What follows belongs to an exercise in optimizing a design on an open flow for small area; a production flow would make more cautious choices. In this exercise RTL edits were held to simulation tests only and were not proved equivalent to the original.

// hsv_to_rgb_converter_unit
module hsv_to_rgb_converter_unit (
  input  wire logic                                 clk,
  input  wire logic                                 rst,
  input  wire logic                                 in_valid,
  output logic                                      in_stall,
  input  wire logic [hsv2rgb_pkg::HUE_BITS-1:0]     hue,
  input  wire logic [hsv2rgb_pkg::CHAN_BITS-1:0]    saturation,
  input  wire logic [hsv2rgb_pkg::CHAN_BITS-1:0]    value,
  output logic                                      out_valid,
  input  wire logic                                 out_stall,
  output logic [hsv2rgb_pkg::CHAN_BITS-1:0]         red,
  output logic [hsv2rgb_pkg::CHAN_BITS-1:0]         green,
  output logic [hsv2rgb_pkg::CHAN_BITS-1:0]         blue,
  output logic [3*hsv2rgb_pkg::CHAN_BITS-1:0]       packed_color
);
  logic adv;
  assign adv      = !out_valid || !out_stall;
  assign in_stall = !adv;
  logic [8:0] base;
  logic [1:0] k2;
  logic [6:0] h1;
  logic       up;
  logic [2:0] sect;
  logic [5:0] r;
  always_comb begin
    if      (hue >= 9'd480) begin k2 = 2'd1; base = 9'd480; end
    else if (hue >= 9'd360) begin k2 = 2'd0; base = 9'd360; end
    else if (hue >= 9'd240) begin k2 = 2'd2; base = 9'd240; end
    else if (hue >= 9'd120) begin k2 = 2'd1; base = 9'd120; end
    else                    begin k2 = 2'd0; base = 9'd0;   end
    h1   = 7'(hue - base);
    up   = (h1 >= 7'd60);
  ...
For scale: about 900 cells after synthesis, roughly 67 flip-flops, roughly 79 I/O pins, ~0.0084 mm^2 of cells after synthesis.
clock: 7.5 ns
lec_check: 0
abc_area: 1
cap_margin: 20
core_margin: 2
core_utilization: 60
cts_buf_list: sky130_fd_sc_hd__clkbuf_2 sky130_fd_sc_hd__clkbuf_4 sky130_fd_sc_hd__clkbuf_8
slew_margin: 20
standard.sh (not shown) runs the stock make flow with config.mk's settings and CLKGATE_MAP_FILE= SYNTH_SCRIPT=/design/flow/synth_recipe.tcl, a recipe that flattens the netlist after the stock synthesis.
==> flow/flow/run.sh <==
#!/bin/bash
# Layout flow: the standard flow with two changes to synthesis and one
# to placement.
#  - Synthesis: Yosys's synth runs without its quick ABC pass (-noabc), so
#    the full adders written in the RTL reach extract_fa without inverted
#    polarities, and the final ABC mapping uses flow/area.abc (area-oriented
#    mapping). Registers, their names and cell types are unchanged.
#  - Ports are buffered with sky130_fd_sc_hd__buf_1, and the buffers that
#    synthesis puts between outputs sharing a net are buf_1 too.
# Each tool's output goes to the ORFS logs under orfs/logs; make's output to
# standard.log.
set -euo pipefail
WORK=$PWD
FLOW=$WORK/flow
{
  echo 'proc synth {args} { yosys synth -nofsm -noshare -noabc {*}$args }'
  echo 'proc abc {args} {'
  echo '  set i [lsearch $args -script]'
  echo "  if { \$i >= 0 } { set args [lreplace \$args \$i [expr {\$i + 1}] -script $FLOW/area.abc] }"
  echo '  yosys abc {*}$args'
  echo '}'
  tail -n +2 synth_recipe.tcl
} > my_synth.tcl
bash standard.sh SYNTH_SCRIPT=$WORK/my_synth.tcl \
  "BUFFER_PORTS_ARGS=-buffer_cell sky130_fd_sc_hd__buf_1" \
  "MIN_BUF_CELL_AND_PORTS=sky130_fd_sc_hd__buf_1 A X" finish > standard.log 2>&1
==> flow/flow/area.abc <==
strash
dch -f
amap
topo
Change:
==> flow/flow/area.abc (replaced) <==
strash
dch -f
amap
topo
strash
dch -f
amap
topo
CORE_UTILIZATION = 65   (was 60)
Result: Register-to-register slack stays flat; design area is lower slightly; global-route usage climbs by 3.4 points; wire length rises by a few percent; flip-flop and latch count is unchanged; worst hold slack stays flat; clock-buffer cell count goes down by 2.

build 80:
hsv_to_rgb_converter_unit, a different RTL version from the one above (not shown whole).
Size: roughly 910 cells after synthesis, roughly 79 I/O pins.
## hsv_to_rgb_converter_unit
module hsv_to_rgb_converter_unit (
  input  wire logic                                 clk,
  input  wire logic                                 rst,
  input  wire logic                                 in_valid,
  output logic                                      in_stall,
  input  wire logic [hsv2rgb_pkg::HUE_BITS-1:0]     hue,
  input  wire logic [hsv2rgb_pkg::CHAN_BITS-1:0]    saturation,
  input  wire logic [hsv2rgb_pkg::CHAN_BITS-1:0]    value,
  output logic                                      out_valid,
  input  wire logic                                 out_stall,
  output logic [hsv2rgb_pkg::CHAN_BITS-1:0]         red,
  output logic [hsv2rgb_pkg::CHAN_BITS-1:0]         green,
  output logic [hsv2rgb_pkg::CHAN_BITS-1:0]         blue,
  output logic [3*hsv2rgb_pkg::CHAN_BITS-1:0]       packed_color
);
export LEC_CHECK = 0
export ABC_AREA = 1
export CAP_MARGIN = 20
export CORE_MARGIN = 2
export CORE_UTILIZATION = 75
export CTS_BUF_LIST = sky130_fd_sc_hd__clkbuf_2 sky130_fd_sc_hd__clkbuf_4 sky130_fd_sc_hd__clkbuf_8
export CTS_CLUSTER_DIAMETER = 100
export CTS_CLUSTER_SIZE = 30
export SLEW_MARGIN = 20
create_clock -name core_clock -period 7.5 [get_ports {clk}]
==> flow/flow/area.abc <==
strash
dch -f
amap
topo
Scripts as last shown in full above: flow/flow/run.sh
Edits applied to the flow inputs when going from build 80 to build 52:
- GPL_TIMING_DRIVEN now 0, previously not set
- CTS_CLUSTER_DIAMETER no longer set, was 100
- CTS_CLUSTER_SIZE no longer set, was 30
==> results.txt <==
Build 52 reached the end of the flow, and the finished layout is clean on the timing, DRC and antenna checks.
Re initial cell density of the core: no difference whatsoever between build 52 and build 80.
Final standard cell area without fillers: build 52 and build 80 compared, lower one is build 80
Build 80 vs build 52, kind of critical path: reg2reg vs in2reg
Changes observed in build 52 relative to build 80: final cell count climbed 0.43%, fraction of standard cell area that is sequential now sits lower.
Higher ratio of final minimum period to clock period among build 52 and build 80: build 52
The following lists how build 86 was set up differently from build 52:
- clearing GPL_TIMING_DRIVEN, which used to be 0
- swapping 75 for 70 in CORE_UTILIZATION
[summary]
- Compared with build 52, in build 86 post-route clock period utilization fell 1.5 points, minimum period implied by the final worst setup slack decreased 110 ps, wire length the detailed router placed on met1 shows an increase of 4.4%, sequential cell area share picked up an extra 0.18 points.
- Build 52 has higher final-layout clock buffer total than build 86.
- Diff build 52..build 86 | synthesized cell count | unchanged

## afterwards: timing with drivers on the ports
How much do the figures lean on ideal ports? The routed layouts below were timed once more, with nothing changed but the port constraints.
Step 1 (the two cells are an assumption about what drives the block):
set clk [get_ports {clk}]
set_driving_cell -lib_cell sky130_fd_sc_hd__clkbuf_16 $clk
set_driving_cell -lib_cell sky130_fd_sc_hd__buf_2 [delete_from_list [all_inputs] $clk]
Step 2, shift: input delay + t, output delay - t, t = (earliest + latest rising clock arrival at the registers) / 2. This alone moves slack from input paths to output paths.
a / b / c = ideal / step 1 / step 2; a / b = the first two.
run	shift t [ns]	setup slack, ns	worst register clock-pin slew, ns
the first run of note 1	0.376	0.399 / 0.399 / 0.078	0.07 / 0.07
the second run of note 1	0.382	0.391 / 0.391 / 0.118	0.08 / 0.08
build 80	0.393	0.293 / 0.293 / 0.065	0.08 / 0.08
build 52	0.378	0.244 / 0.255 / -0.123	0.08 / 0.08
build 86	0.396	0.353 / 0.353 / 0.052	0.09 / 0.09
With both steps, setup timing fails in build 52, where it was met with ideal ports. The setup slack of build 52, which loses most, moves by +0.011 ns with the drivers and by -0.367 ns with both steps.
